Context: an optimization exercise on an open-source flow, tuned for small area. The choices shown serve that exercise and are no tape-out recipe.
At most, simulation tests tie the RTL to the original design; equivalence was not proved.
The RTL of run 3 was laid out without a check of its function.
No driver is modelled on the clock port, so clocking that relies on it looks cheaper here than on a real chip.
Power and IR drop assume default switching activity.

File: design/flow/config.mk
export PLATFORM = sky130hd
export DESIGN_NAME = alu_wb_top
export DESIGN_NICKNAME = alu_wb_top
export VERILOG_FILES = /design/flow/design.v
export SDC_FILE = /design/flow/constraint.sdc
export NUM_CORES = 4
export LEC_CHECK = 0
export CAP_MARGIN = 0
export CORE_MARGIN = 2
export CORE_UTILIZATION = 65
export CTS_BUF_LIST = sky130_fd_sc_hd__clkbuf_8
export CTS_CLUSTER_DIAMETER = 60
export CTS_CLUSTER_SIZE = 16
export SLEW_MARGIN = 0
export SYNTH_HIERARCHICAL = 1
File: design/flow/constraint.sdc
create_clock -name core_clock -period 7.0 [get_ports {clk}]
set_input_delay 1.4000 -clock core_clock [delete_from_list [all_inputs] [get_ports {clk}]]
set_output_delay 1.4000 -clock core_clock [all_outputs]
set_load 0.01 [all_outputs]
File: design/flow/design.v
`default_nettype none
package exe_pkg;
	localparam int DATA_W  = 32;                     
	localparam int REG_AW  = 5;                      
	localparam int NREGS   = 2**REG_AW;
endpackage
`default_nettype wire
`default_nettype none
import exe_pkg::*;
module alu_add (
	input  logic [DATA_W-1:0]   a,
	input  logic [DATA_W-1:0]   b,
	input  logic                cin,
	output logic [DATA_W-1:0]   sum,
	output logic [DATA_W-1:0]   g,
	output logic [DATA_W-1:0]   p
);
	localparam int NG = DATA_W / 4;
	logic [NG:0]        gc;           
	logic [DATA_W-1:0]  c;            
	logic [NG-1:0]      gg;
	logic [NG-1:0]      gp;
	assign g = a & b;
	assign p = a ^ b;
	always_comb begin
		gc[0] = cin;
		for (int k = 0; k < NG; k++) begin
			gg[k] = g[4*k+3] | (p[4*k+3] & g[4*k+2]) | (p[4*k+3] & p[4*k+2] & g[4*k+1])
			      | (p[4*k+3] & p[4*k+2] & p[4*k+1] & g[4*k]);
			gp[k] = p[4*k+3] & p[4*k+2] & p[4*k+1] & p[4*k];
			gc[k+1] = gg[k] | (gp[k] & gc[k]);
			c[4*k]   = gc[k];
			c[4*k+1] = g[4*k] | (p[4*k] & gc[k]);
			c[4*k+2] = g[4*k+1] | (p[4*k+1] & g[4*k]) | (p[4*k+1] & p[4*k] & gc[k]);
			c[4*k+3] = g[4*k+2] | (p[4*k+2] & g[4*k+1]) | (p[4*k+2] & p[4*k+1] & g[4*k])
			         | (p[4*k+2] & p[4*k+1] & p[4*k] & gc[k]);
		end
	end
	assign sum = p ^ c;
endmodule
module alu_shr (
	input  logic [DATA_W-1:0]   x,
	input  logic                fill,
	input  logic [4:0]          sh,
	output logic [DATA_W-1:0]   y
);
	logic [DATA_W-1:0] st [6];
	always_comb begin
		st[0] = x;
		for (int s = 0; s < 5; s++) begin
			for (int i = 0; i < DATA_W; i++) begin
				if (i + (1 << s) < DATA_W) begin
					st[s+1][i] = sh[s] ? st[s][i + (1 << s)] : st[s][i];
				end else begin
					st[s+1][i] = sh[s] ? fill : st[s][i];
				end
			end
		end
	end
	assign y = st[5];
endmodule
module alu_unit (
	input  logic [3:0]          op,
	input  logic [DATA_W-1:0]   a,
	input  logic [DATA_W-1:0]   b,
	output logic [DATA_W-1:0]   y_n,                
	output logic                illegal
);
	logic                sub;
	logic [DATA_W-1:0]   bx;
	logic [DATA_W-1:0]   sum;
	logic [DATA_W-1:0]   g;
	logic [DATA_W-1:0]   p;
	logic                lt;
	logic [DATA_W-1:0]   shr_in;
	logic [DATA_W-1:0]   shr;
	logic                fill;
	logic                s_add, s_g, s_p, s_sll, s_sr;
	logic [DATA_W-1:0]   y;
	assign illegal = op[3] & (op[2] | op[1]);
	assign sub = op[3] | (op[2:0] == 3'd1);
	assign bx  = b ^ {DATA_W{sub}};
	alu_add u_add (
		.a    (a),
		.b    (bx),
		.cin  (sub),
		.sum  (sum),
		.g    (g),
		.p    (p)
	);
	assign lt = (a[DATA_W-1] ^ b[DATA_W-1]) ? (op[0] ? b[DATA_W-1] : a[DATA_W-1]) : sum[DATA_W-1];
	always_comb begin
		for (int i = 0; i < DATA_W; i++) begin
			shr_in[i] = op[1] ? a[i] : a[DATA_W-1-i];
		end
	end
	assign fill = op[1] & op[0] & a[DATA_W-1];
	alu_shr u_shr (
		.x    (shr_in),
		.fill (fill),
		.sh   (b[4:0]),
		.y    (shr)
	);
	assign s_add = (op[3:1] == 3'd0);
	assign s_g   = (op[3:1] == 3'd1);                        
	assign s_p   = (op == 4'd3) | (op == 4'd4);              
	assign s_sll = (op == 4'd5);
	assign s_sr  = (op[3:1] == 3'd3);
	always_comb begin
		for (int i = 0; i < DATA_W; i++) begin
			y[i] = (s_add & sum[i]) | (s_g & g[i]) | (s_p & p[i])
			     | (s_sll & shr[DATA_W-1-i]) | (s_sr & shr[i]);
		end
		y[0] = y[0] | (op[3] & lt);
	end
	assign y_n = ~y;
endmodule
`default_nettype wire
`default_nettype none
import exe_pkg::*;
module slot_store (
	input  logic                clk,
	input  logic [2*DATA_W-1:0] d,
	output logic [2*DATA_W-1:0] q
);
	always_ff @(posedge clk) begin
		q <= d;
	end
endmodule
module wb_buffer (
	input  logic                clk,
	input  logic                reset_,
	input  logic                flush,
	input  logic                issue_valid,
	input  logic [REG_AW-1:0]   issue_rd,
	input  logic [DATA_W-1:0]   alu_y_n,            
	input  logic                alu_illegal,
	output logic                issue_ready,
	input  logic                ext_valid,
	output logic                head_valid,
	output logic                head_sel,           
	output logic [2*REG_AW-1:0] slot_rd,
	output logic [2*DATA_W-1:0] slot_data,
	output logic [1:0]          slot_exc
);
	logic [2*DATA_W-1:0]  data_d;
	logic [1:0]           slot_we;
	logic           res_v;         
	logic           cnt1;          
	logic           cnt2;          
	logic           cred_ret;      
	logic           wp;
	logic           rp;
	logic           accept;
	logic           pop;
	logic [1:0]     cnt_next;
	assign issue_ready = !(cnt2 | (cnt1 & (res_v | cred_ret)) | (res_v & cred_ret));
	assign accept      = issue_valid & issue_ready & !flush;
	assign head_valid  = cnt1;
	assign pop         = cnt1 & !ext_valid;
	assign cnt_next    = {1'b0, cnt1} + {1'b0, cnt2} + {1'b0, res_v} - {1'b0, pop};
	assign head_sel = rp;
	assign slot_we  = {accept & wp, accept & !wp};
	for (genvar s = 0; s < 2; s++) begin : g_slot
		for (genvar j = 0; j < DATA_W; j++) begin : g_bit
			rf_bit_next u_next (
				.q    (slot_data[s*DATA_W + j]),
				.we_n (!slot_we[s]),
				.wd_n (alu_y_n[j]),
				.d    (data_d[s*DATA_W + j])
			);
		end
	end
	slot_store u_store (
		.clk  (clk),
		.d    (data_d),
		.q    (slot_data)
	);
	always_ff @(posedge clk) begin
		for (int s = 0; s < 2; s++) begin
			if (slot_we[s]) begin
				slot_rd[s*REG_AW +: REG_AW] <= issue_rd;
				slot_exc[s]                 <= alu_illegal;
			end
		end
	end
	always_ff @(posedge clk or negedge reset_) begin
		if (!reset_) begin
			res_v    <= 1'b0;
			cnt1     <= 1'b0;
			cnt2     <= 1'b0;
			cred_ret <= 1'b0;
			wp       <= 1'b0;
			rp       <= 1'b0;
		end else if (flush) begin
			res_v    <= 1'b0;
			cnt1     <= 1'b0;
			cnt2     <= 1'b0;
			cred_ret <= 1'b0;
			wp       <= 1'b0;
			rp       <= 1'b0;
		end else begin
			res_v    <= accept;
			cnt1     <= (cnt_next != 2'd0);
			cnt2     <= cnt_next[1];
			cred_ret <= pop;
			wp       <= wp ^ accept;
			rp       <= rp ^ pop;
		end
	end
endmodule
`default_nettype wire
`default_nettype none
import exe_pkg::*;
module rf_store (
	input  logic                        clk,
	input  logic [(NREGS-1)*DATA_W-1:0] d,
	output logic [(NREGS-1)*DATA_W-1:0] q
);
	always_ff @(posedge clk) begin
		q <= d;
	end
endmodule
module rf_bit_next (
	input  logic q,
	input  logic we_n,
	input  logic wd_n,
	output logic d
);
	assign d = ~((we_n | wd_n) & ~(we_n & q));
endmodule
module rf_aoi3 (
	input  logic [2:0] s,
	input  logic [2:0] d,
	output logic       y_n
);
	assign y_n = ~|(s & d);
endmodule
module rf_read (
	input  logic [(NREGS-1)*DATA_W-1:0] q,
	input  logic [NREGS-1:1]            sel,
	output logic [DATA_W-1:0]           y
);
	localparam int NGRP = (NREGS - 1 + 2) / 3;
	logic [NGRP-1:0] grp_n [DATA_W];
	for (genvar j = 0; j < DATA_W; j++) begin : g_bit
		for (genvar k = 0; k < NGRP; k++) begin : g_grp
			logic [2:0] s3;
			logic [2:0] d3;
			for (genvar t = 0; t < 3; t++) begin : g_term
				if (3*k + t + 1 < NREGS) begin : g_on
					assign s3[t] = sel[3*k + t + 1];
					assign d3[t] = q[(3*k + t)*DATA_W + j];
				end else begin : g_off
					assign s3[t] = 1'b0;
					assign d3[t] = 1'b0;
				end
			end
			if (3*k + 3 < NREGS) begin : g_full
				rf_aoi3 u_aoi (
					.s   (s3),
					.d   (d3),
					.y_n (grp_n[j][k])
				);
			end else begin : g_part
				assign grp_n[j][k] = ~|(s3 & d3);
			end
		end
		assign y[j] = ~&grp_n[j];
	end
endmodule
module reg_writeback (
	input  logic                clk,
	input  logic                reset_,
	input  logic                head_valid,
	input  logic                head_sel,
	input  logic [2*REG_AW-1:0] slot_rd,
	input  logic [2*DATA_W-1:0] slot_data,
	input  logic [1:0]          slot_exc,
	input  logic                ext_valid,
	input  logic [REG_AW-1:0]   ext_rd,
	input  logic [DATA_W-1:0]   ext_data,
	output logic                commit_valid,
	output logic [REG_AW-1:0]   commit_rd,
	output logic [DATA_W-1:0]   commit_data,
	output logic                exc_valid,
	input  logic [REG_AW-1:0]   reg_raddr,
	output logic [DATA_W-1:0]   reg_rdata
);
	logic [(NREGS-1)*DATA_W-1:0]  rf_q;
	logic [(NREGS-1)*DATA_W-1:0]  rf_d;
	logic [NREGS-1:1]             written;
	logic [NREGS-1:1]             we;
	logic [NREGS-1:1]             rsel;
	logic               head_exc;
	logic               wr_en;
	logic [REG_AW-1:0]  wr_rd;
	logic [DATA_W-1:0]  wr_data;
	assign head_exc = head_sel ? slot_exc[1] : slot_exc[0];
	assign wr_en    = ext_valid | (head_valid & !head_exc);
	assign wr_rd    = ext_valid ? ext_rd
	                : head_sel  ? slot_rd[REG_AW +: REG_AW] : slot_rd[0 +: REG_AW];
	assign wr_data  = ext_valid ? ext_data
	                : head_sel  ? slot_data[DATA_W +: DATA_W] : slot_data[0 +: DATA_W];
	always_comb begin
		for (int i = 1; i < NREGS; i++) begin
			we[i]   = wr_en & (wr_rd == REG_AW'(i));
			rsel[i] = written[i] & (reg_raddr == REG_AW'(i));
		end
	end
	for (genvar i = 1; i < NREGS; i++) begin : g_row
		for (genvar j = 0; j < DATA_W; j++) begin : g_bit
			rf_bit_next u_next (
				.q    (rf_q[(i-1)*DATA_W + j]),
				.we_n (!we[i]),
				.wd_n (!wr_data[j]),
				.d    (rf_d[(i-1)*DATA_W + j])
			);
		end
	end
	rf_store u_store (
		.clk  (clk),
		.d    (rf_d),
		.q    (rf_q)
	);
	rf_read u_read (
		.q    (rf_q),
		.sel  (rsel),
		.y    (reg_rdata)
	);
	always_ff @(posedge clk or negedge reset_) begin
		if (!reset_) begin
			written <= '0;
		end else begin
			written <= written | we;
		end
	end
	always_ff @(posedge clk or negedge reset_) begin
		if (!reset_) begin
			commit_valid <= 1'b0;
			exc_valid    <= 1'b0;
		end else begin
			commit_valid <= wr_en;                               
			exc_valid    <= head_valid & !ext_valid & head_exc;
		end
	end
	always_ff @(posedge clk) begin
		commit_rd   <= wr_rd;
		commit_data <= wr_data;
	end
endmodule
`default_nettype wire
`default_nettype none
import exe_pkg::*;
module alu_wb_top (
	input  logic                clk,
	input  logic                reset_,
	input  logic                flush,
	input  logic                issue_valid,
	input  logic [3:0]          issue_op,
	input  logic [31:0]         issue_a,
	input  logic [31:0]         issue_b,
	input  logic [4:0]          issue_rd,
	output logic                issue_ready,
	input  logic                ext_valid,
	input  logic [4:0]          ext_rd,
	input  logic [31:0]         ext_data,
	output logic                commit_valid,
	output logic [4:0]          commit_rd,
	output logic [31:0]         commit_data,
	output logic                exc_valid,
	output logic [1:0]          exc_code,
	input  logic [4:0]          reg_raddr,
	output logic [31:0]         reg_rdata
);
	logic [DATA_W-1:0]   alu_y_n;
	logic                alu_illegal;
	logic                head_valid;
	logic                head_sel;
	logic [2*REG_AW-1:0] slot_rd;
	logic [2*DATA_W-1:0] slot_data;
	logic [1:0]          slot_exc;
	assign exc_code = 2'd1;
	alu_unit u_alu (
		.op            (issue_op),
		.a             (issue_a),
		.b             (issue_b),
		.y_n           (alu_y_n),
		.illegal       (alu_illegal)
	);
	wb_buffer u_buf (
		.clk           (clk),
		.reset_        (reset_),
		.flush         (flush),
		.issue_valid   (issue_valid),
		.issue_rd      (issue_rd),
		.alu_y_n       (alu_y_n),
		.alu_illegal   (alu_illegal),
		.issue_ready   (issue_ready),
		.ext_valid     (ext_valid),
		.head_valid    (head_valid),
		.head_sel      (head_sel),
		.slot_rd       (slot_rd),
		.slot_data     (slot_data),
		.slot_exc      (slot_exc)
	);
	reg_writeback u_wb (
		.clk           (clk),
		.reset_        (reset_),
		.head_valid    (head_valid),
		.head_sel      (head_sel),
		.slot_rd       (slot_rd),
		.slot_data     (slot_data),
		.slot_exc      (slot_exc),
		.ext_valid     (ext_valid),
		.ext_rd        (ext_rd),
		.ext_data      (ext_data),
		.commit_valid  (commit_valid),
		.commit_rd     (commit_rd),
		.commit_data   (commit_data),
		.exc_valid     (exc_valid),
		.reg_raddr     (reg_raddr),
		.reg_rdata     (reg_rdata)
	);
endmodule
`default_nettype wire
File: design/flow/run.sh
#!/bin/bash
# synth_recipe.tcl (not shown) runs the flow's synth.tcl, then flattens the netlist and writes it again
# the make line also repeats each setting of config.mk as NAME=value (left out here)
make -C /OpenROAD-flow-scripts/flow DESIGN_CONFIG=/design/flow/config.mk WORK_HOME=/design/flow/orfs CLKGATE_MAP_FILE= SYNTH_SCRIPT=/design/flow/synth_recipe.tcl finish
==> results.txt, run 1 <==
status=finished clean; Core Rows=95; fmax=158 MHz; Tightest Pin Transition=1.18 ns; vias per std cell=6.59; Vias=38400; Num Clock Sinks=1144; max-cap violations=0; crit-path cells=clkdlybuf4s50_1 > nor2_1 > and3_1 > buf_4 > a222oi_1 > nand4_1 > a2111o_1 > clkdlybuf4s50_1; CP max FO=18; initial antenna violation count=4; GR Util All Layers=38.4%; Synth Flop Type=dfxtp_1; first-pass GRT wire length=209000 um; worst reg2reg endpoint=u_wb.u_store.q[898]; FF-to-FF path depth=8; Worst Skew=0.0507 ns; cell mode on critical path=clkdlybuf4s50_1; DR pass1 iterations=14; CP max stage cell=clkdlybuf4s50_1; Worst Hold End=u_wb.u_store.q[34]; layout cells sized above 1=7.29%; CP top delay family=buffers and inverters; CTS tree=done; Fin. Hold Viols=0; Final ANT Viol Nets=0; most frequent cells in the layout=nand2_1 (1151), dfxtp_1 (1093), o21ai_1 (1058), a222oi_1 (323), clkdlybuf4s50_1 (186); core area=0.0673 mm2; Gate Count Post-Synth=4647; Final Critical Period=6.32 ns; synthesized area per cell=9.51 um2; Die Wd=265 um; WL/cell=23.6 um; Total Nets Final=5100; pins over their slew limit=0; worst reg2reg startpoint=u_buf.rp; Static Leak=18.7 nW; Setup CP Type=in -> out; synthesis-stage register bit count=1144; HP Class=reg -> reg; share of the clock period used by the worst path=90.3%; Worst-path clk slew=0.09 ns; Initial DRC Count=5379; DP Area=0.0475 mm2; clock latency at the later pin of the worst-skew pair=0.74 ns; power per cell area=313 mW/mm2; number of port buffers=191; initial core utilization=65.7%; area of the mapped netlist=0.0442 mm2; Worst Hold Depth=2; sum of negative setup slack=0 ns; largest net degree at the start of global routing=65; Post-CTS Setup Bufs=0; routability cong.=0.979; dpl hpwl=89500 um; Routed WL=138000 um; Worst R2R Setup Slack=3.12 ns; die height=265 um; Peak supply drop=0.273 mV; EDFF count, synth=12; unrepaired setup endpoints after global routing=no; Synth Net Count=4812; Critical Path Max Stage Delay=0.70 ns; grt total ovfl=0; endpoints failing setup=0; hold wc startpoint=u_wb.u_store.q[34]; number of global-route vias before repair=35900; yosys warns=17; DIE AREA=0.0701 mm2; CTS H-tree lvls=3; Hold Buf Count CTS=0; area grow syn2layout=10.4%; Yosys cell types=81; I/O Pins=194; worst path bufs/invs=3; Num CTS Buffers=82; most common cell after layout, fill and taps aside=nand2_1; clk root buf=clkbuf_8; CP Launch Type=input pin; CP Capture Type=output port; # DRC=0; post_cts resized=0; sequential fraction of the synthesis area=52.6%; final instance area=0.0488 mm2; post-layout util=72.5%; FFs w/ async S/R, synth=3.41%; relative slew slack=20.7%; worst path required time=5.60 ns; clk buf depth=3; CP Data Arrival Time=4.92 ns
layout make-up:
class	count	area, um2
multi-input cells	3365	20300
fillers	5313	18500
clock inverters	17	100
diodes	3	7.51
repair buffers	284	2610
well taps	873	1090
clock buffers	85	1170
inverters	58	225
flip-flops and latches	1144	23200
worst max-delay path by stage:
| stage | startpoint | endpoint | slack [ns] | cells past startpoint |
|---|---|---|---|---|
| 2_1_floorplan | issue_op[1] | u_buf.u_store.q[29] | 1.62 | 19 |
| 6_report | reg_raddr[1] | reg_rdata[25] | 0.68 | 8 |
| 4_1_cts | reg_raddr[1] | reg_rdata[25] | 0.89 | 8 |
| 3_3_place_gp | reg_raddr[1] | reg_rdata[25] | 0.91 | 8 |
| 3_5_place_dp | issue_op[0] | u_buf.u_store.q[61] | 0.83 | 18 |
| 5_1_grt | reg_raddr[3] | reg_rdata[24] | 0.67 | 8 |
synthesized netlist by cell type, types with 11 or more instances:
cell      number  area share, %
a2111o_1      32           0.82
a211oi_1      35           0.59
a21o_1        41           0.70
a21oi_1       52           0.59
a221oi_1      38           0.75
a222oi_1     323            7.3
and3_1        30           0.42
buf_2         24           0.27
buf_4         11           0.19
buf_6         15           0.38
clkbuf_1      24           0.20
dfrtp_1       39            2.2
dfxtp_1     1093             50
edfxtp_1      12           0.82
ha_1          36            1.0
inv_1         53           0.45
mux2_2        51            1.3
mux2i_1       95            2.2
mux4_2        29            1.5
nand2_1     1182             10
nand4_1       65           0.92
nor2_1        34           0.29
nor2b_1       15           0.21
o21a_1        35           0.59
o21ai_0       19           0.22
o21ai_1     1058             12
xnor2_1       43           0.85
xor2_1        12           0.24
per-module statistics from Yosys (local to each module, per instance), excerpt:
module / cell area (um2) / cells inside
rf_store: 19900 / 992
alu_shr: 2260 / 230
alu_unit: 1940 / 241
alu_add: 1310 / 155
slot_store: 1280 / 64
rf_read: 915 / 131
wb_buffer: 673 / 39
alu_wb_top: 22.5 / 4
rf_aoi3: 10.0 / 1
rf_bit_next: 8.76 / 2
worst register-to-register path, stage by stage (launching register included):
cell and delay [ns]:
dfrtp_2 0.35, buf_4 0.55, mux2i_1 0.20, o21ai_1 0.38
and2_1 0.71, nand2_2 0.90, buf_4 0.51, nand2_1 0.09
o21ai_1 0.06
kinds of logic (layout without fill, tap and decap cells):
family                   count (synthesis)  in the layout  synth area share, %
AO/OA/AOI/OAI                         1691           1691                 24.7
XOR/XNOR                                55             55                 1.09
adder cells (fa/ha/maj)                 48             48                 1.50
buffers and inverters                  138            444                 1.64
flip-flops                            1144           1144                 52.6
multiplexers                           183            183                 5.38
other                                    2              5               0.0170
AND/OR/NAND/NOR                       1386           1386                 13.1
flip-flops by register name (all words and copies together), names as in the netlist:
name / flops
u_wb.u_store.q: 992
u_buf.u_store.q: 64
u_wb.commit_data: 32
u_wb.written: 31
u_buf.slot_rd: 10
u_wb.commit_rd: 5
u_buf.slot_exc: 2
u_buf.cnt1: 1
u_buf.cnt2: 1
u_buf.cred_ret: 1
u_buf.res_v: 1
u_buf.rp: 1
u_buf.wp: 1
u_wb.commit_valid: 1
u_wb.exc_valid: 1
power by group:
part           internal, mW  total, mW  leakage (nW)  switching, mW
registers              8.22       9.15          9.60          0.932
clock network          1.12       3.17         0.699           2.05
logic                  1.25       2.97          8.42           1.72
total                  10.6       15.3          18.7           4.70
per-layer routing:
metal  GRT usage, %  vias up  share of wire [%]  wire length, um
met5              0        -              0.015               20
li1               -    18200                  -                -
met4           17.3        4                4.5             6170
met1           50.7    17800                 41            55900
met2           61.3     1946                 45            62100
met3           7.81      375                9.8            13500
through the flow:
step	setup slack, ns	instances	hold WS (ns)	total power, mW
finish	0.679	5829	0.451	15.3
global route	0.670	5828	0.465	16.1
CTS	0.887	5826	0.454	15.2
detailed placement	0.826	5724	0.440	12.2
global placement	0.911	5724	0.434	12.0
floorplan	1.62	4647	0.420	11.0
==> run 2, diff against run 1 <==
--- a/design/flow/design.v
+++ b/design/flow/design.v
@@ -38,26 +38,56 @@
 	end
 	assign sum = p ^ c;
 endmodule
+module alu_sel4 (
+	input  logic [3:0] s,
+	input  logic [3:0] d,
+	output logic       y
+);
+	assign y = |(s & d);
+endmodule
+module alu_shr4 #(
+	parameter int STEP = 1
+) (
+	input  logic [DATA_W-1:0]   x,
+	input  logic                fill,
+	input  logic [3:0]          sel,
+	output logic [DATA_W-1:0]   y
+);
+	for (genvar i = 0; i < DATA_W; i++) begin : g_bit
+		logic [3:0] src;
+		for (genvar k = 0; k < 4; k++) begin : g_src
+			if (i + k*STEP < DATA_W) begin : g_in
+				assign src[k] = x[i + k*STEP];
+			end else begin : g_fill
+				assign src[k] = fill;
+			end
+		end
+		alu_sel4 u_sel (.s(sel), .d(src), .y(y[i]));
+	end
+endmodule
 module alu_shr (
 	input  logic [DATA_W-1:0]   x,
 	input  logic                fill,
 	input  logic [4:0]          sh,
 	output logic [DATA_W-1:0]   y
 );
-	logic [DATA_W-1:0] st [6];
+	logic [DATA_W-1:0] st1;
+	logic [DATA_W-1:0] st2;
+	logic [3:0]        sel1;
+	logic [3:0]        sel2;
 	always_comb begin
-		st[0] = x;
-		for (int s = 0; s < 5; s++) begin
-			for (int i = 0; i < DATA_W; i++) begin
-				if (i + (1 << s) < DATA_W) begin
-					st[s+1][i] = sh[s] ? st[s][i + (1 << s)] : st[s][i];
-				end else begin
-					st[s+1][i] = sh[s] ? fill : st[s][i];
-				end
-			end
+		for (int k = 0; k < 4; k++) begin
+			sel1[k] = (sh[1:0] == 2'(k));
+			sel2[k] = (sh[3:2] == 2'(k));
+		end
+	end
+	alu_shr4 #(.STEP(1)) u_st1 (.x(x),   .fill(fill), .sel(sel1), .y(st1));
+	alu_shr4 #(.STEP(4)) u_st2 (.x(st1), .fill(fill), .sel(sel2), .y(st2));
+	always_comb begin
+		for (int i = 0; i < DATA_W; i++) begin
+			y[i] = (i + 16 < DATA_W) ? (sh[4] ? st2[i + 16] : st2[i]) : (sh[4] ? fill : st2[i]);
 		end
 	end
-	assign y = st[5];
 endmodule
 module alu_unit (
 	input  logic [3:0]          op,
==> design/flow/flow/run.sh (new file) <==
#!/bin/bash
# The standard layout, with plain buf_1 cells as the port buffers.
export BUFFER_PORTS_ARGS="-buffer_cell sky130_fd_sc_hd__buf_1"
bash standard.sh > standard.log 2>&1
==> design/flow/standard.sh (new file) <==
#!/bin/bash
# synth_recipe.tcl (not shown) runs the flow's synth.tcl, then flattens the netlist and writes it again
# the make line also repeats each setting of config.mk as NAME=value (left out here)
make -C /OpenROAD-flow-scripts/flow DESIGN_CONFIG=/design/flow/config.mk WORK_HOME=/design/flow/orfs CLKGATE_MAP_FILE= SYNTH_SCRIPT=/design/flow/synth_recipe.tcl "${@:-finish}"
removed: design/flow/run.sh
==> results.txt, run 2 <==
status=finished clean; Die Wd=263 um; relative slew slack=6.33%; Layout fillers=5561; area of the mapped netlist=0.0437 mm2; most common cell after layout, fill and taps aside=nand2_1; Synth Net Count=4819; synthesis-stage register bit count=1144; HP Class=reg -> reg; routability cong.=0.971; Cell Int Power=10.5 mW; Initial DRC Count=5183; share of the clock period used by the worst path=83.1%; power per cell area=319 mW/mm2; most frequent cells in the layout=nand2_1 (1194), dfxtp_1 (1093), o21ai_1 (1058), a222oi_1 (320), buf_1 (187); Synth Area in Compound Gates=26.1%; worst path required time=5.60 ns; largest area contributor in the netlist=dfxtp_1; Gate Count Post-Synth=4654; Num CTS Buffers=83; Final Critical Period=5.82 ns; power share of the sequential group=59.9%; Total Nets Final=5120; CP Data Arrival Time=4.42 ns; DP Area=0.0459 mm2; worst reg2reg startpoint=u_buf.rp; yosys warns=16; DIE AREA=0.0693 mm2; number of port buffers=191; largest net degree at the start of global routing=66; post_cts resized=0; most used routing layer=met2; clock network fraction of design power=21.6%; Num Clock Sinks=1144; CP Launch Type=input pin; number of global-route vias before repair=35400; I/O Pins=194; sequential fraction of the synthesis area=53.1%; clk buf depth=3; Synth Area in Adders=1.51%; Static Leak=18.2 nW; crit-path cells=buf_1 > and3_1 > and3_1 > buf_4 > a222oi_1 > nand4_1 > a2111o_1 > buf_1; final instance area=0.0473 mm2; Reg area=0.0232 mm2; Tightest Pin Transition=1.41 ns; max-cap violations=0; Worst-path clk slew=0.10 ns; CTS tree=done; Critical Path Max Stage Delay=1.11 ns; DR pass1 iterations=7; Top reg by flops=u_wb.u_store.q; Post-CTS Setup Bufs=0; Peak supply drop=0.218 mV; # DRC=0; CP max FO=18; hold wc startpoint=u_wb.u_store.q[234]; max reg flops=992; unrepaired setup endpoints after global routing=no; endpoints failing setup=0; CP Capture Type=output port; pins over their slew limit=0; initial antenna violation count=4; Setup CP Type=in -> out; GR Util All Layers=39.5%; synth cell count leaders=nand2_1 (1225), dfxtp_1 (1093), o21ai_1 (1058), a222oi_1 (320), a22oi_1 (129); grt total ovfl=0; die height=263 um; Synth area leaders=dfxtp_1 (50%), o21ai_1 (12%), nand2_1 (11%); share of the synthesized area in the top cell type=50.1%; sum of negative setup slack=0 ns; GR Layer Usage met2=63.7%; synthesized area per cell=9.39 um2; initial core utilization=65.3%; Post-Synth Simple-Gate Area=13.3%; area grow syn2layout=8.15%; area of the multi-input gates=0.0200 mm2; Largest regs=u_wb.u_store.q: 992 flops, u_buf.u_store.q: 64 flops, u_wb.commit_data: 32 flops; vias per std cell=6.57; Vias=38500; post-synthesis mux area share=3.51%; dpl hpwl=84400 um; Synth Flop Type=dfxtp_1; CTS H-tree lvls=3; P_sw=4.62 mW; Routed WL=140000 um; Final ANT Viol Nets=0; CP max stage cell=and3_1; count leader, synth=nand2_1; Fin. Hold Viols=0; post-synthesis xor/xnor area fraction=1.10%; crit path from=reg_raddr[1]; first-pass GRT wire length=211000 um; Gate power share=18.5%; core area=0.0669 mm2; switching part of the total=30.6%; Worst Skew=0.0521 ns; clock latency at the later pin of the worst-skew pair=0.74 ns; largest family of logic cells by synthesized area=compound AO/OA/AOI/OAI gates; Core Rows=95; clk root buf=clkbuf_8; Hold Buf Count CTS=0; FFs w/ async S/R, synth=3.41%; EDFF count, synth=12; M3 GR Usage=6.18%; Yosys cell types=67; layout cells sized above 1=6.99%; fmax=172 MHz; met1 Usage GRT=50.7%; WL/cell=24.0 um
-- run 2: layer usage --
metal | part of all wire (%) | routed length (um)
met3 | 9.2 | 12900
met5 | 0.020 | 28
met4 | 6.1 | 8510
met2 | 45 | 63800
met1 | 39 | 55300
-- run 2: per-module statistics from Yosys, one instance, submodules excluded, excerpt --
module,cells,flops+latches,cell area (um2),times used
slot_store,64,64,1280,1
rf_store,992,992,19900,1
alu_unit,241,0,1940,1
alu_shr,45,0,594,1
wb_buffer,39,18,673,1
alu_add,155,0,1310,1
-- run 2: critical path, delay by kind of cell --
kind,cells,cell delay (ns)
buf+inv,3,1.17
simple gates,3,1.55
compound gates,2,0.28
-- run 2: logic make-up (layout without fill, tap and decap cells) --
group / count (synthesis) / in the layout
flops: 1144 / 1144
fa+ha+maj: 48 / 48
simple gates: 1405 / 1405
compound gates: 1752 / 1752
other cells: 2 / 3
mux: 134 / 134
xor+xnor: 55 / 55
buf+inv: 114 / 439
-- run 2: power by group through the flow --
stage	clock network [mW]	registers [mW]	logic [mW]
6_report	3.26	9.04	2.79
5_1_grt	3.52	9.21	3.15
4_1_cts	3.29	9.01	2.75
3_5_place_dp	0	9.15	2.75
3_3_place_gp	0	9.10	2.63
2_1_floorplan	0	8.96	1.99
-- run 2: through the flow --
stage	hold slack (ns)	cells	setup WS, ns	utilization (%)	total power, mW
after floorplan	0.420	4654	1.62	-	11.0
after global placement	0.432	5743	1.07	68.6	11.7
after detailed placement	0.437	5743	1.04	68.6	11.9
after CTS	0.454	5852	1.40	70.6	15.1
after global routing	0.466	5853	1.18	70.6	15.9
final	0.453	5853	1.18	70.6	15.1
-- run 2: cell type report --
class | instances | area share (%)
flip-flops and latches | 1144 | 49.1
well taps | 873 | 2.31
clock inverters | 24 | 0.384
clock buffers | 85 | 2.47
inverters | 53 | 0.437
multi-input cells | 3396 | 42.4
repair buffers | 277 | 2.90
diodes | 1 | 0.00529
-- run 2: path summary, 6_finish.rpt --
path	cells past startpoint	end	slack (ns)
worst max-delay path	8	reg_rdata[21]	1.18
worst min-delay path	2	u_wb.u_store.q[234]	0.45
worst max register to register	9	u_wb.u_store.q[470]	3.17
worst min register to register	2	u_wb.u_store.q[234]	0.45
max in group asynchronous	1	u_buf.rp	5.51
min in group asynchronous	1	u_buf.wp	0.81
==> run 3, diff against run 2 <==
--- a/design/flow/design.v
+++ b/design/flow/design.v
@@ -89,6 +89,13 @@
 		end
 	end
 endmodule
+module alu_ybit (
+	input  logic [4:0] s,
+	input  logic [4:0] d,
+	output logic       y_n
+);
+	assign y_n = ~|(s & d);
+endmodule
 module alu_unit (
 	input  logic [3:0]          op,
 	input  logic [DATA_W-1:0]   a,
@@ -106,7 +113,6 @@
 	logic [DATA_W-1:0]   shr;
 	logic                fill;
 	logic                s_add, s_g, s_p, s_sll, s_sr;
-	logic [DATA_W-1:0]   y;
 	assign illegal = op[3] & (op[2] | op[1]);
 	assign sub = op[3] | (op[2:0] == 3'd1);
 	assign bx  = b ^ {DATA_W{sub}};
@@ -136,14 +142,18 @@
 	assign s_p   = (op == 4'd3) | (op == 4'd4);              
 	assign s_sll = (op == 4'd5);
 	assign s_sr  = (op[3:1] == 3'd3);
-	always_comb begin
-		for (int i = 0; i < DATA_W; i++) begin
-			y[i] = (s_add & sum[i]) | (s_g & g[i]) | (s_p & p[i])
-			     | (s_sll & shr[DATA_W-1-i]) | (s_sr & shr[i]);
+	for (genvar i = 0; i < DATA_W; i++) begin : g_y
+		if (i == 0) begin : g_lt
+			assign y_n[i] = ~((s_add & sum[i]) | (s_g & g[i]) | (s_p & p[i])
+			                | (s_sll & shr[DATA_W-1-i]) | (s_sr & shr[i]) | (op[3] & lt));
+		end else begin : g_plain
+			alu_ybit u_y (
+				.s   ({s_add, s_g, s_p, s_sll, s_sr}),
+				.d   ({sum[i], g[i], p[i], shr[DATA_W-1-i], shr[i]}),
+				.y_n (y_n[i])
+			);
 		end
-		y[0] = y[0] | (op[3] & lt);
 	end
-	assign y_n = ~y;
 endmodule
 `default_nettype wire
 `default_nettype none
@@ -326,12 +336,21 @@
 	logic               wr_en;
 	logic [REG_AW-1:0]  wr_rd;
 	logic [DATA_W-1:0]  wr_data;
+	logic [DATA_W-1:0]  wr_data_n;
+	logic [2:0]         wd_sel;
 	assign head_exc = head_sel ? slot_exc[1] : slot_exc[0];
 	assign wr_en    = ext_valid | (head_valid & !head_exc);
 	assign wr_rd    = ext_valid ? ext_rd
 	                : head_sel  ? slot_rd[REG_AW +: REG_AW] : slot_rd[0 +: REG_AW];
-	assign wr_data  = ext_valid ? ext_data
-	                : head_sel  ? slot_data[DATA_W +: DATA_W] : slot_data[0 +: DATA_W];
+	assign wd_sel = {ext_valid, !ext_valid & head_sel, !ext_valid & !head_sel};
+	for (genvar j = 0; j < DATA_W; j++) begin : g_wd
+		rf_aoi3 u_wd (
+			.s   (wd_sel),
+			.d   ({ext_data[j], slot_data[DATA_W + j], slot_data[j]}),
+			.y_n (wr_data_n[j])
+		);
+	end
+	assign wr_data = ~wr_data_n;
 	always_comb begin
 		for (int i = 1; i < NREGS; i++) begin
 			we[i]   = wr_en & (wr_rd == REG_AW'(i));
@@ -343,7 +362,7 @@
 			rf_bit_next u_next (
 				.q    (rf_q[(i-1)*DATA_W + j]),
 				.we_n (!we[i]),
-				.wd_n (!wr_data[j]),
+				.wd_n (wr_data_n[j]),
 				.d    (rf_d[(i-1)*DATA_W + j])
 			);
 		end
==> design/flow/flow/run.sh (replaced) <==
#!/bin/bash
# The standard layout, with plain buf_1 cells as the port buffers and a
# power-recovery (downsizing) pass on non-critical cells after CTS.
export BUFFER_PORTS_ARGS="-buffer_cell sky130_fd_sc_hd__buf_1"
export POST_CTS_TCL="$PWD/flow/post_cts.tcl"
bash standard.sh > standard.log 2>&1
==> design/flow/flow/post_cts.tcl (new file) <==
# Downsize cells that have slack to spare, fix any slew or capacitance
# that leaves too high, then legalize again.
estimate_parasitics -placement
report_design_area
repair_timing -setup -recover_power 100 -verbose
repair_design -slew_margin 10 -cap_margin 10 -verbose
detailed_placement
check_placement -verbose
report_design_area
report_worst_slack -max
report_check_types -max_slew -max_capacitance -violators
==> results.txt, run 3 <==
Final ANT Viol Nets=0; share of the clock period used by the worst path=81.2%; sequential fraction of the synthesis area=53.9%; yosys warns=15; number of port buffers=191; Synth Area in Adders=1.49%; Synth Net Count=4729; vias per std cell=6.53; Num Clock Sinks=1144; clock latency at the later pin of the worst-skew pair=0.76 ns; Worst Skew=0.0529 ns; Synth Flop Type=dfxtp_1; DR pass1 iterations=14; Tightest Pin Transition=1.36 ns; endpoints failing setup=0; CP Capture Type=output port; Final Critical Period=5.68 ns; area of the mapped netlist=0.0430 mm2; Layout fillers=5250; relative slew slack=9.66%; FFs w/ async S/R, synth=3.41%; power per cell area=311 mW/mm2; sum of negative setup slack=0 ns; Peak supply drop=0.287 mV; Worst-path clk slew=0.10 ns; dpl hpwl=81900 um; Tot Pwr=14.6 mW; share of the synthesized area in the top cell type=50.8%; # DRC=0; CP Launch Type=input pin; Largest regs=u_wb.u_store.q: 992 flops, u_buf.u_store.q: 64 flops, u_wb.commit_data: 32 flops; unrepaired setup endpoints after global routing=no; CP Data Arrival Time=4.28 ns; routability cong.=0.966; Total Nets Final=5109; EDFF count, synth=12; post-synthesis xor/xnor area fraction=1.16%; status=finished clean; initial core utilization=65.6%; die height=261 um; grt total ovfl=0; GR Util All Layers=39.4%; DIE AREA=0.0683 mm2; max-cap violations=0; worst slack at placement=1.26 ns; fmax=176 MHz; Post-Synth Simple-Gate Area=14.3%; layout cells sized above 1=7.07%; synth cell count leaders=nand2_1 (1263), dfxtp_1 (1093), o21ai_1 (1058), a222oi_1 (383), a22oi_1 (129); worst path required time=5.60 ns; post-synthesis mux area share=2.10%; CP max FO=32; Synth area leaders=dfxtp_1 (51%), o21ai_1 (12%), nand2_1 (11%); CTS tree=done; largest family of logic cells by synthesized area=compound AO/OA/AOI/OAI gates; largest area contributor in the netlist=dfxtp_1; initial antenna violation count=6; pins over their slew limit=0; most frequent cells in the layout=nand2_1 (1236), dfxtp_1 (1093), o21ai_0 (970), a222oi_1 (383), buf_1 (183); Vias=38100; area grow syn2layout=9.50%; Fin. Hold Viols=0; core area=0.0656 mm2; first-pass GRT wire length=206000 um; Top reg by flops=u_wb.u_store.q; number of global-route vias before repair=34700; WL/cell=23.7 um; count leader, synth=nand2_1; Setup CP Type=in -> out; Yosys cell types=70; Synth Area in Compound Gates=25.9%; largest net degree at the start of global routing=65; I/O Pins=194; Die Wd=261 um; Core Rows=94; max reg flops=992; Routed WL=138000 um; Initial DRC Count=5356; HP Class=reg -> reg; most common cell after layout, fill and taps aside=nand2_1; final worst slack=1.32 ns; Static Leak=18.3 nW; Gate Count Post-Synth=4564; synthesis-stage register bit count=1144; synthesized area per cell=9.43 um2
-- run 3: cell count changes after synthesis, moves of 30 or more --
cell / change
a21oi_1: -30
a221oi_1: -32
a222oi_1: +63
and3_1: +31
mux2i_1: -63
nand2_1: +38
o21a_1: -32
-- run 3: modules after synthesis, one instance, submodules excluded, a selection --
module,copies in the design,cells
alu_add,1,153
alu_shr,1,45
alu_unit,1,99
alu_ybit,31,4
rf_read,1,131
slot_store,1,64
-- run 3: metal layers --
layer | routed length (um) | global-route usage (%) | vias to the layer above
met3 | 14400 | 7.38 | 398
met5 | 32 | 0 | -
met1 | 55000 | 52.0 | 17800
met4 | 6760 | 18.5 | 6
li1 | - | - | 17900
met2 | 61900 | 62.9 | 1971
-- run 3: stage by stage --
stage / area (um2) / std cells / hold slack [ns] / util (%)
after floorplan: 43000 / 4564 / 0.420 / -
after global placement: 45500 / 5683 / 0.430 / 69.3
after detailed placement: 45500 / 5683 / 0.437 / 69.3
after global routing: 47100 / 5828 / 0.469 / 71.8
final: 47100 / 5830 / 0.453 / 71.8
-- run 3: logic make-up after synthesis --
group	count (synthesis)
XOR/XNOR	57
flip-flops	1144
adder cells (fa/ha/maj)	46
multiplexers	71
AND/OR/NAND/NOR	1471
AO/OA/AOI/OAI	1691
buffers and inverters	82
other	2
-- run 3: worst paths after layout --
check	start	depth (start not counted)	slack, ns	to
min in group asynchronous	reset_	1	0.52	u_buf.rp
worst max register to register	u_buf.rp	7	2.70	u_wb.u_store.q[896]
max in group asynchronous	reset_	2	6.01	u_wb.written[15]
worst min register to register	u_buf.u_store.q[51]	2	0.45	u_buf.u_store.q[51]
worst min-delay path	u_buf.u_store.q[51]	2	0.45	u_buf.u_store.q[51]
worst max-delay path	reg_raddr[1]	7	1.32	reg_rdata[7]
-- run 3: where the power goes --
| group | switching [mW] | leakage, nW | internal (mW) |
|---|---|---|---|
| clock network | 2.08 | 0.701 | 1.11 |
| registers | 0.813 | 9.59 | 8.14 |
| logic | 1.56 | 8.00 | 0.946 |
| total | 4.45 | 18.3 | 10.2 |
-- run 3: layout make-up --
type                            instances  area, um2  share of cell area, %
Clock inverter                         19        136                  0.289
Timing Repair Buffer                  326       2000                   4.24
Antenna cell                            3       7.51                 0.0159
Sequential cell                      1144      23200                   49.3
Inverter                               52        199                  0.422
Multi-Input combinational cell       3338      19300                   41.0
Tap cell                              864       1080                   2.29
Clock buffer                           84       1160                   2.45
-- run 3: critical path, stage by stage --
cell	delay (ns)
buf_1	0.41
nor2_1	0.20
and3_2	0.65
a222oi_1	0.48
nand4_1	0.40
a2111o_1	0.57
buf_1	0.17
==> run 4, diff against run 3 <==
--- a/design/flow/design.v
+++ b/design/flow/design.v
@@ -68,11 +68,10 @@
 module alu_shr (
 	input  logic [DATA_W-1:0]   x,
 	input  logic                fill,
-	input  logic [4:0]          sh,
+	input  logic [3:0]          sh,
 	output logic [DATA_W-1:0]   y
 );
 	logic [DATA_W-1:0] st1;
-	logic [DATA_W-1:0] st2;
 	logic [3:0]        sel1;
 	logic [3:0]        sel2;
 	always_comb begin
@@ -82,16 +81,18 @@
 		end
 	end
 	alu_shr4 #(.STEP(1)) u_st1 (.x(x),   .fill(fill), .sel(sel1), .y(st1));
-	alu_shr4 #(.STEP(4)) u_st2 (.x(st1), .fill(fill), .sel(sel2), .y(st2));
-	always_comb begin
-		for (int i = 0; i < DATA_W; i++) begin
-			y[i] = (i + 16 < DATA_W) ? (sh[4] ? st2[i + 16] : st2[i]) : (sh[4] ? fill : st2[i]);
-		end
-	end
+	alu_shr4 #(.STEP(4)) u_st2 (.x(st1), .fill(fill), .sel(sel2), .y(y));
+endmodule
+module alu_ybit6 (
+	input  logic [5:0] s,
+	input  logic [5:0] d,
+	output logic       y_n
+);
+	assign y_n = ~|(s & d);
 endmodule
-module alu_ybit (
-	input  logic [4:0] s,
-	input  logic [4:0] d,
+module alu_ybit7 (
+	input  logic [6:0] s,
+	input  logic [6:0] d,
 	output logic       y_n
 );
 	assign y_n = ~|(s & d);
@@ -113,6 +114,7 @@
 	logic [DATA_W-1:0]   shr;
 	logic                fill;
 	logic                s_add, s_g, s_p, s_sll, s_sr;
+	logic                s_sr0, s_sr1, s_sl0, s_sl1;
 	assign illegal = op[3] & (op[2] | op[1]);
 	assign sub = op[3] | (op[2:0] == 3'd1);
 	assign bx  = b ^ {DATA_W{sub}};
@@ -134,7 +136,7 @@
 	alu_shr u_shr (
 		.x    (shr_in),
 		.fill (fill),
-		.sh   (b[4:0]),
+		.sh   (b[3:0]),
 		.y    (shr)
 	);
 	assign s_add = (op[3:1] == 3'd0);
@@ -142,14 +144,27 @@
 	assign s_p   = (op == 4'd3) | (op == 4'd4);              
 	assign s_sll = (op == 4'd5);
 	assign s_sr  = (op[3:1] == 3'd3);
+	assign s_sr0 = s_sr & !b[4];
+	assign s_sr1 = s_sr & b[4];
+	assign s_sl0 = s_sll & !b[4];
+	assign s_sl1 = s_sll & b[4];
 	for (genvar i = 0; i < DATA_W; i++) begin : g_y
 		if (i == 0) begin : g_lt
-			assign y_n[i] = ~((s_add & sum[i]) | (s_g & g[i]) | (s_p & p[i])
-			                | (s_sll & shr[DATA_W-1-i]) | (s_sr & shr[i]) | (op[3] & lt));
-		end else begin : g_plain
-			alu_ybit u_y (
-				.s   ({s_add, s_g, s_p, s_sll, s_sr}),
-				.d   ({sum[i], g[i], p[i], shr[DATA_W-1-i], shr[i]}),
+			alu_ybit7 u_y (
+				.s   ({s_add, s_g, s_p, s_sr0, s_sr1, s_sl0, op[3]}),
+				.d   ({sum[i], g[i], p[i], shr[i], shr[i+16], shr[DATA_W-1-i], lt}),
+				.y_n (y_n[i])
+			);
+		end else if (i < 16) begin : g_lo
+			alu_ybit6 u_y (
+				.s   ({s_add, s_g, s_p, s_sr0, s_sr1, s_sl0}),
+				.d   ({sum[i], g[i], p[i], shr[i], shr[i+16], shr[DATA_W-1-i]}),
+				.y_n (y_n[i])
+			);
+		end else begin : g_hi
+			alu_ybit7 u_y (
+				.s   ({s_add, s_g, s_p, s_sr0, s_sr1, s_sl0, s_sl1}),
+				.d   ({sum[i], g[i], p[i], shr[i], fill, shr[DATA_W-1-i], shr[DATA_W-1-i+16]}),
 				.y_n (y_n[i])
 			);
 		end
==> results.txt, run 4 <==
Top reg by flops=u_wb.u_store.q; share of the synthesized area in the top cell type=51.2%; post-layout util=71.3%; worst reg2reg startpoint=u_buf.rp; initial antenna violation count=9; die height=260 um; EDFF count, synth=12; Worst Skew=0.0475 ns; most frequent cells in the layout=nand2_1 (1185), dfxtp_1 (1093), o21ai_0 (1005), a222oi_1 (369), a22oi_1 (207); DIE AREA=0.0678 mm2; Reg area=0.0232 mm2; switching part of the total=30.5%; Synth Net Count=4708; Worst R2R Setup Slack=2.39 ns; initial core utilization=65.4%; number of global-route vias before repair=34400; dpl hpwl=89600 um; first-pass GRT wire length=210000 um; sum of negative setup slack=0 ns; Worst-path clk slew=0.10 ns; endpoints failing setup=0; I/O Pins=194; FF-to-FF path depth=7; Worst Hold End=u_wb.u_store.q[983]; Yosys cell types=71; layout cells sized above 1=6.45%; number of port buffers=191; # DRC=0; Largest regs=u_wb.u_store.q: 992 flops, u_buf.u_store.q: 64 flops, u_wb.commit_data: 32 flops; Cell Int Power=10.2 mW; largest area contributor in the netlist=dfxtp_1; Total Nets Final=5074; DR pass1 iterations=13; Inst Count DP=5670; area of the multi-input gates=0.0191 mm2; CP max FO=15; CP Data Arrival Time=4.51 ns; synth cell count leaders=nand2_1 (1204), dfxtp_1 (1093), o21ai_1 (1062), a222oi_1 (369), a22oi_1 (207); Core Rows=94; clock network fraction of design power=22.1%; Vias=38400; vias per std cell=6.62; final instance area=0.0466 mm2; sequential fraction of the synthesis area=54.3%; Num Clock Sinks=1144; CP Launch Type=input pin; grt total ovfl=0; HP Class=reg -> reg; Peak supply drop=0.321 mV; synthesized area per cell=9.41 um2; Final Non-Filler Cells=5800; Initial DRC Count=6048; largest net degree at the start of global routing=65; worst reg2reg endpoint=u_wb.u_store.q[986]; power share of the sequential group=61.1%; final worst slack=1.09 ns; max-cap violations=0; Worst Hold Depth=2; Synth area leaders=dfxtp_1 (51%), o21ai_1 (12%), nand2_1 (11%); CTS tree=done; DP Area=0.0452 mm2; max reg flops=992; pins over their slew limit=0; Gate Count Post-Synth=4543; Die Wd=260 um; Routed WL=142000 um; hold wc startpoint=u_wb.u_store.q[983]; P_sw=4.48 mW; Static Leak=18.0 nW; Tightest Pin Transition=1.39 ns; count leader, synth=nand2_1; Fin. Hold Viols=0; share of the clock period used by the worst path=84.4%; Layout fillers=5368; most common cell after layout, fill and taps aside=nand2_1; FFs w/ async S/R, synth=3.41%; Gate power share=16.8%; core area=0.0654 mm2; Final Critical Period=5.91 ns; power per cell area=315 mW/mm2; Setup CP Type=in -> out; routability cong.=0.955; CP Capture Type=output port; synthesis-stage register bit count=1144; fmax=169 MHz; Synth Flop Type=dfxtp_1; unrepaired setup endpoints after global routing=no; yosys warns=15; status=finished clean; area of the mapped netlist=0.0427 mm2; Final ANT Viol Nets=0; worst slack at placement=1.24 ns; area grow syn2layout=9.15%; WL/cell=24.4 um; relative slew slack=7.00%; clock latency at the later pin of the worst-skew pair=0.72 ns; GR Util All Layers=40.4%; worst path required time=5.60 ns
==> run 4: cell type report <==
cell class	instances	area share (%)
repair buffers	304	3.48
clock inverters	21	0.325
diodes	4	0.0215
flip-flops and latches	1144	49.8
inverters	56	0.472
well taps	864	2.32
clock buffers	87	2.57
multi-input cells	3320	41.0
==> run 4: per-stage QoR <==
stage,total power [mW],hold WS [ns]
after detailed placement,11.7,0.437
after global placement,11.5,0.435
final,14.7,0.455
after global routing,15.4,0.473
after floorplan,10.7,0.420
==> run 4: worst max-delay path by stage <==
stage / start / end / slack (ns) / depth (start not counted)
floorplan: issue_op[1] / u_buf.u_store.q[0] / 2.10 / 20
global route: reg_raddr[1] / reg_rdata[23] / 1.13 / 7
global placement: issue_op[3] / u_buf.u_store.q[32] / 1.30 / 19
finish: reg_raddr[1] / reg_rdata[23] / 1.09 / 7
detailed placement: issue_op[3] / u_buf.u_store.q[32] / 1.24 / 19
==> run 4: cells by family after synthesis <==
logic type / Yosys count / share of synthesized area, %
flops: 1144 / 54.3
buf+inv: 79 / 0.913
xor+xnor: 55 / 1.14
fa+ha+maj: 47 / 1.53
compound gates: 1765 / 27.2
simple gates: 1414 / 13.9
mux: 37 / 0.957
other cells: 2 / 0.0176
==> run 4: metal layers <==
metal  share of wire, %  GRT usage [%]
met1                 40           54.3
met4                4.6           16.6
met5              0.039              0
met2                 44           63.2
met3                 12           9.01
==> run 4: critical path: stages <==
cell and delay (ns):
clkbuf_1 0.24, and3b_1 0.30, and3_1 0.52, a222oi_1 0.96
nand4_1 0.52, a2111o_1 0.43, buf_1 0.13
==> run 4: Yosys stat by module (local to each module, per instance), a selection <==
| module | flip-flops and latches | copies in the design |
|---|---|---|
| rf_aoi3 | 0 | 352 |
| reg_writeback | 70 | 1 |
| rf_bit_next | 0 | 1056 |
| alu_ybit6 | 0 | 15 |
| wb_buffer | 18 | 1 |
| alu_wb_top | 0 | 1 |
==> run 4: power groups by stage <==
stage | registers (mW) | clock network, mW | logic (mW)
6_report | 8.99 | 3.25 | 2.48
5_1_grt | 9.13 | 3.50 | 2.80
2_1_floorplan | 8.86 | 0 | 1.84
3_5_place_dp | 9.08 | 0 | 2.60
3_3_place_gp | 9.05 | 0 | 2.48
==> run 5, diff against run 4 <==
==> design/flow/flow/run.sh (replaced) <==
#!/bin/bash
# The standard layout, with plain buf_1 cells as the port buffers.
export BUFFER_PORTS_ARGS="-buffer_cell sky130_fd_sc_hd__buf_1"
bash standard.sh > standard.log 2>&1
removed: design/flow/flow/post_cts.tcl
==> results.txt, run 5 <==
WL/cell=24.3 um; Vias=38500; Total Nets Final=5056; initial core utilization=65.4%; CP Capture Type=output port; clk buf depth=3; core area=0.0654 mm2; yosys warns=15; P_sw=4.55 mW; vias per std cell=6.66; Routed WL=140000 um; most frequent cells in the layout=nand2_1 (1173), dfxtp_1 (1093), o21ai_1 (1062), a222oi_1 (369), a22oi_1 (207); post_cts resized=0; CP Launch Type=input pin; worst path required time=5.60 ns; CTS tree=done; routability cong.=0.955; DIE AREA=0.0678 mm2; grt total ovfl=0; final worst slack=1.15 ns; largest area contributor in the netlist=dfxtp_1; Synth area leaders=dfxtp_1 (51%), o21ai_1 (12%), nand2_1 (11%); switching part of the total=30.6%; fmax=171 MHz; max reg flops=992; relative slew slack=9.03%; count leader, synth=nand2_1; area grow syn2layout=9.01%; pins over their slew limit=0; clk root buf=clkbuf_8; Num Clock Sinks=1144; EDFF count, synth=12; Worst-path clk slew=0.09 ns; number of global-route vias before repair=34400; synth cell count leaders=nand2_1 (1204), dfxtp_1 (1093), o21ai_1 (1062), a222oi_1 (369), a22oi_1 (207); Static Leak=17.7 nW; share of the clock period used by the worst path=83.6%; synthesized area per cell=9.41 um2; dpl hpwl=89600 um; die height=260 um; CP top delay family=compound AO/OA/AOI/OAI gates; clock latency at the later pin of the worst-skew pair=0.72 ns; Largest regs=u_wb.u_store.q: 992 flops, u_buf.u_store.q: 64 flops, u_wb.commit_data: 32 flops; HP Class=reg -> reg; endpoints failing setup=0; Synth Net Count=4708; Gate Count Post-Synth=4543; cell mode on critical path=buf_1; # DRC=0; Synth Flop Type=dfxtp_1; unrepaired setup endpoints after global routing=no; most common cell after layout, fill and taps aside=nand2_1; Cell Int Power=10.3 mW; power share of the sequential group=60.4%; Die Wd=260 um; worst path bufs/invs=2; I/O Pins=194; crit-path cells=buf_1 > and3b_1 > and3_1 > a222oi_1 > nand4_1 > a2111o_1 > buf_1; Worst Skew=0.0484 ns; area of the mapped netlist=0.0427 mm2; CP max FO=15; Reg area=0.0232 mm2; CTS H-tree lvls=3; FFs w/ async S/R, synth=3.41%; Peak supply drop=0.321 mV; Core Rows=94; Hold Buf Count CTS=0; GR Util All Layers=40.1%; synthesis-stage register bit count=1144; Tightest Pin Transition=1.36 ns; first-pass GRT wire length=209000 um; power per cell area=319 mW/mm2; max-cap violations=0; status=finished clean; area of the multi-input gates=0.0193 mm2; Setup CP Type=in -> out; Top reg by flops=u_wb.u_store.q; initial antenna violation count=8; share of the synthesized area in the top cell type=51.2%; Initial DRC Count=6346; Yosys cell types=71; Layout fillers=5354; number of port buffers=191; Post-CTS Setup Bufs=0; layout cells sized above 1=6.61%; Gate power share=17.8%; Critical Path Max Stage Delay=0.92 ns; sum of negative setup slack=0 ns; DR pass1 iterations=11; CP max stage cell=a222oi_1; sequential fraction of the synthesis area=54.3%; Fin. Hold Viols=0; largest net degree at the start of global routing=65; Final ANT Viol Nets=0; worst slack at placement=1.24 ns; clock network fraction of design power=21.8%; Num CTS Buffers=83; Final Critical Period=5.85 ns; CP Data Arrival Time=4.45 ns
run 5: cell counts after synthesis:
Identical to the previous run, type by type.
run 5: cell families after synthesis:
| logic type | Yosys count | share of synthesized area, % |
|---|---|---|
| compound gates | 1765 | 27.2 |
| simple gates | 1414 | 13.9 |
| flops | 1144 | 54.3 |
| buf+inv | 79 | 0.913 |
| xor+xnor | 55 | 1.14 |
| fa+ha+maj | 47 | 1.53 |
| mux | 37 | 0.957 |
| other cells | 2 | 0.0176 |
run 5: layer usage:
metal  wire length [um]  global-route usage [%]
met5                 13                       0
met4               6430                    16.9
met3              16200                    9.22
met2              61400                    62.2
met1              56200                    54.1
run 5: final cells by class:
| cell class | instances | share of cell area [%] |
|---|---|---|
| Antenna cell | 7 | 0.0376 |
| Clock buffer | 87 | 2.57 |
| Clock inverter | 21 | 0.325 |
| Inverter | 56 | 0.473 |
| Multi-Input combinational cell | 3320 | 41.4 |
| Sequential cell | 1144 | 49.8 |
| Tap cell | 864 | 2.32 |
| Timing Repair Buffer | 286 | 3.08 |
run 5: worst reg2reg max path: cells and delay by family, from the launching register on:
family / cells / cell delay, ns
DFF: 1 / 0.78
AOI/OAI and AO/OA: 2 / 0.35
buffers and inverters: 2 / 0.59
and+or+nand+nor: 3 / 1.60
muxes: 1 / 0.35
run 5: Yosys stat by module, one instance, submodules excluded, a selection:
module,cell area (um2),flops+latches,cells
rf_store,19900,992,992
reg_writeback,2790,70,257
alu_add,1360,0,167
slot_store,1280,64,64
rf_read,915,0,131
alu_unit,842,0,97
wb_buffer,673,18,39
alu_shr,57.6,0,8
alu_ybit7,31.3,0,4
alu_ybit6,28.8,0,4
alu_wb_top,22.5,0,4
alu_sel4,18.8,0,3
rf_aoi3,10.0,0,1
rf_bit_next,8.76,0,2
run 5: power by group through the flow:
stage | logic (mW) | clock network, mW | registers (mW)
2_1_floorplan | 1.84 | 0 | 8.86
3_3_place_gp | 2.48 | 0 | 9.05
3_5_place_dp | 2.60 | 0 | 9.08
4_1_cts | 2.60 | 3.26 | 8.94
6_report | 2.65 | 3.24 | 8.98
5_1_grt | 2.98 | 3.50 | 9.13
run 5: through the flow:
step / cells / power [mW] / instance area (um2) / utilization [%] / hold WS (ns)
6_report: 5785 / 14.9 / 46600 / 71.2 / 0.451
5_1_grt: 5781 / 15.6 / 46600 / 71.2 / 0.463
4_1_cts: 5778 / 14.8 / 46600 / 71.2 / 0.453
3_5_place_dp: 5670 / 11.7 / 45200 / 69.2 / 0.437
3_3_place_gp: 5670 / 11.5 / 45200 / 69.2 / 0.435
2_1_floorplan: 4543 / 10.7 / 42700 / - / 0.420
run 5: final timing paths:
check / to / startpoint / cells past startpoint / slack (ns)
min reg2reg: u_wb.u_store.q[148] / u_wb.u_store.q[148] / 2 / 0.45
max in group asynchronous: u_wb.written[11] / reset_ / 1 / 5.47
max: reg_rdata[23] / reg_raddr[1] / 7 / 1.15
min: u_wb.u_store.q[148] / u_wb.u_store.q[148] / 2 / 0.45
min in group asynchronous: u_buf.cnt2 / reset_ / 1 / 0.84
max reg2reg: u_wb.u_store.q[439] / u_buf.rp / 8 / 3.18
==> run 6, diff against run 5 <==
--- a/design/flow/config.mk
+++ b/design/flow/config.mk
@@ -8,8 +8,8 @@
 export CAP_MARGIN = 0
 export CORE_MARGIN = 2
 export CORE_UTILIZATION = 65
-export CTS_BUF_LIST = sky130_fd_sc_hd__clkbuf_8
-export CTS_CLUSTER_DIAMETER = 60
-export CTS_CLUSTER_SIZE = 16
+export CTS_BUF_LIST = sky130_fd_sc_hd__clkbuf_16
+export CTS_CLUSTER_DIAMETER = 100
+export CTS_CLUSTER_SIZE = 30
 export SLEW_MARGIN = 0
 export SYNTH_HIERARCHICAL = 1
==> results.txt, run 6 <==
status=finished clean; share of the clock period used by the worst path=84.1%; Num Clock Sinks=1144; Vias=38300; Synth Net Count=4708; Peak supply drop=0.302 mV; Total Nets Final=5017; most frequent cells in the layout=nand2_1 (1173), dfxtp_1 (1093), o21ai_1 (1062), a222oi_1 (369), a22oi_1 (207); worst reg2reg startpoint=u_buf.rp; Worst Skew=0.0472 ns; Critical Path Max Stage Delay=0.94 ns; synthesis-stage register bit count=1144; # DRC=0; largest family of logic cells by synthesized area=compound AO/OA/AOI/OAI gates; Tightest Pin Transition=1.37 ns; yosys warns=15; Final Critical Period=5.89 ns; Synth Area in Adders=1.53%; EDFF count, synth=12; Initial DRC Count=6108; number of port buffers=191; first-pass GRT wire length=208000 um; CP Capture Type=output port; Synth Area in Compound Gates=27.2%; Core Rows=94; clock latency at the later pin of the worst-skew pair=0.65 ns; sum of negative setup slack=0 ns; largest area contributor in the netlist=dfxtp_1; initial antenna violation count=7; Gate Count Post-Synth=4543; DR pass1 iterations=10; CP max stage cell=a222oi_1; most common cell after layout, fill and taps aside=nand2_1; GR Util All Layers=40.0%; layout cells sized above 1=5.70%; core area=0.0654 mm2; cell mode on critical path=buf_1; die height=260 um; unrepaired setup endpoints after global routing=no; sequential fraction of the synthesis area=54.3%; dpl hpwl=89600 um; DIE AREA=0.0678 mm2; number of global-route vias before repair=34200; synth cell count leaders=nand2_1 (1204), dfxtp_1 (1093), o21ai_1 (1062), a222oi_1 (369), a22oi_1 (207); HP Class=reg -> reg; routability cong.=0.955; Num CTS Buffers=44; synthesized area per cell=9.41 um2; area grow syn2layout=8.72%; Layout fillers=5344; initial core utilization=65.4%; Routed WL=141000 um; WL/cell=24.5 um; largest net degree at the start of global routing=65; fmax=170 MHz; share of the synthesized area in the top cell type=51.2%; power per cell area=319 mW/mm2; Fin. Hold Viols=0; Post-Synth Simple-Gate Area=13.9%; CTS tree=done; endpoints failing setup=0; post_cts resized=0; area of the mapped netlist=0.0427 mm2; final worst slack=1.11 ns; post-synthesis xor/xnor area fraction=1.14%; grt total ovfl=0; crit-path cells=buf_1 > and3b_1 > and3_1 > a222oi_1 > nand4_1 > a2111o_1 > buf_1; CTS H-tree lvls=2; Hold Buf Count CTS=0; Tot Pwr=14.8 mW; post-synthesis mux area share=0.957%; Top reg by flops=u_wb.u_store.q; pins over their slew limit=0; Final ANT Viol Nets=0; final instance area=0.0465 mm2; worst path required time=5.60 ns; Setup CP Type=in -> out; vias per std cell=6.68; I/O Pins=194; FFs w/ async S/R, synth=3.41%; Die Wd=260 um; max reg flops=992; Static Leak=17.5 nW; Yosys cell types=71; Post-CTS Setup Bufs=0; relative slew slack=8.52%; Synth area leaders=dfxtp_1 (51%), o21ai_1 (12%), nand2_1 (11%); crit path from=reg_raddr[1]; CP Launch Type=input pin; count leader, synth=nand2_1; CP Data Arrival Time=4.49 ns; Worst-path clk slew=0.11 ns; clk root buf=clkbuf_16; Largest regs=u_wb.u_store.q: 992 flops, u_buf.u_store.q: 64 flops, u_wb.commit_data: 32 flops; worst slack at placement=1.24 ns; DP Area=0.0452 mm2; CP max FO=15; hold wc startpoint=u_wb.u_store.q[728]; Synth Flop Type=dfxtp_1; clk buf depth=3; max-cap violations=0
## run 6: stage by stage
stage | utilization, % | hold slack, ns | std cells
2_1_floorplan | - | 0.420 | 4543
4_1_cts | 71.0 | 0.453 | 5727
3_5_place_dp | 69.2 | 0.437 | 5670
3_3_place_gp | 69.2 | 0.435 | 5670
6_report | 71.1 | 0.453 | 5733
5_1_grt | 71.0 | 0.465 | 5730
## run 6: worst max-delay path, delay by kind of cell
kind	cells	cell delay [ns]
compound gates	2	1.37
simple gates	3	1.34
buf+inv	2	0.36
## run 6: modules after synthesis, one instance, submodules excluded, a selection
module / flops+latches / copies in the design
rf_store: 992 / 1
alu_shr: 0 / 1
alu_ybit6: 0 / 15
slot_store: 64 / 1
alu_sel4: 0 / 64
rf_read: 0 / 1
wb_buffer: 18 / 1
alu_add: 0 / 1
reg_writeback: 70 / 1
rf_aoi3: 0 / 352
alu_ybit7: 0 / 17
alu_unit: 0 / 1
## run 6: area by class of cell
type	instances	area, um2	share of cell area (%)
Tap cell	864	1080	2.33
Timing Repair Buffer	286	1430	3.09
Clock inverter	11	75.1	0.162
Clock buffer	46	1150	2.48
Inverter	56	220	0.474
Multi-Input combinational cell	3320	19300	41.5
Antenna cell	6	15.0	0.0323
Sequential cell	1144	23200	50.0
## run 6: final timing paths
| kind | to | slack, ns | cells after the start |
|---|---|---|---|
| setup / recovery | reg_rdata[23] | 1.11 | 7 |
| hold / removal | u_wb.u_store.q[728] | 0.45 | 2 |
| setup reg to reg | u_wb.u_store.q[418] | 3.20 | 8 |
| hold reg to reg | u_wb.u_store.q[728] | 0.45 | 2 |
| max in group asynchronous | u_wb.written[16] | 5.40 | 1 |
| min in group asynchronous | u_buf.rp | 0.93 | 1 |
## run 6: per-layer routing
metal	routed length (um)	track usage, %	part of all wire, %	vias up
met3	15700	8.10	11	382
met2	61500	61.9	44	2137
met1	56200	54.3	40	17700
li1	-	-	-	18100
met4	7140	18.5	5.1	2
met5	13	0	0.0092	-
## run 6: cell families (layout without fill, tap and decap cells)
group                    count (synthesis)  in the layout
AO/OA/AOI/OAI                         1765           1765
adder cells (fa/ha/maj)                 47             47
AND/OR/NAND/NOR                       1414           1414
buffers and inverters                   79            399
XOR/XNOR                                55             55
multiplexers                            37             37
flip-flops                            1144           1144
other                                    2              8
## run 6: where the power goes
group / internal (mW) / switching [mW]
clock: 1.21 / 1.97
combinational: 1.01 / 1.65
sequential: 8.13 / 0.854
total: 10.3 / 4.47

[static timing again, ports no longer ideal]
How much do the figures lean on ideal ports? The routed layouts below were timed once more, with nothing changed but the port constraints. Step 1 (the two cells are an assumption about what drives the block):
set clk [get_ports {clk}]
set_driving_cell -lib_cell sky130_fd_sc_hd__clkbuf_16 $clk
set_driving_cell -lib_cell sky130_fd_sc_hd__buf_2 [delete_from_list [all_inputs] $clk]
Step 2 moves the port delays by t, midway between the first and last clock arrival at a register: inputs arrive t later, outputs are due t later. That takes back most of the time a late clock gives input paths. Slacks: no drivers / after step 1 / after step 2; pairs: no drivers / after step 1.
| run | t (ns) | setup WS [ns] | clock arrival spread, ns |
|---|---|---|---|
| run 1 | 0.785 | 0.679 / 0.556 / 0.556 | 0.054 / 0.055 |
| run 2 | 0.786 | 1.180 / 0.980 / 0.980 | 0.058 / 0.058 |
| run 3 | 0.793 | 1.315 / 1.177 / 0.896 | 0.059 / 0.059 |
| run 4 | 0.768 | 1.094 / 1.010 / 1.010 | 0.052 / 0.053 |
| run 5 | 0.770 | 1.149 / 1.068 / 1.068 | 0.053 / 0.053 |
| run 6 | 0.689 | 1.112 / 1.033 / 1.033 | 0.048 / 0.048 |
After both steps setup and hold are still met in every run listed. The setup slack of run 3, which loses most, moves by -0.138 ns with the drivers and by -0.419 ns with both steps.
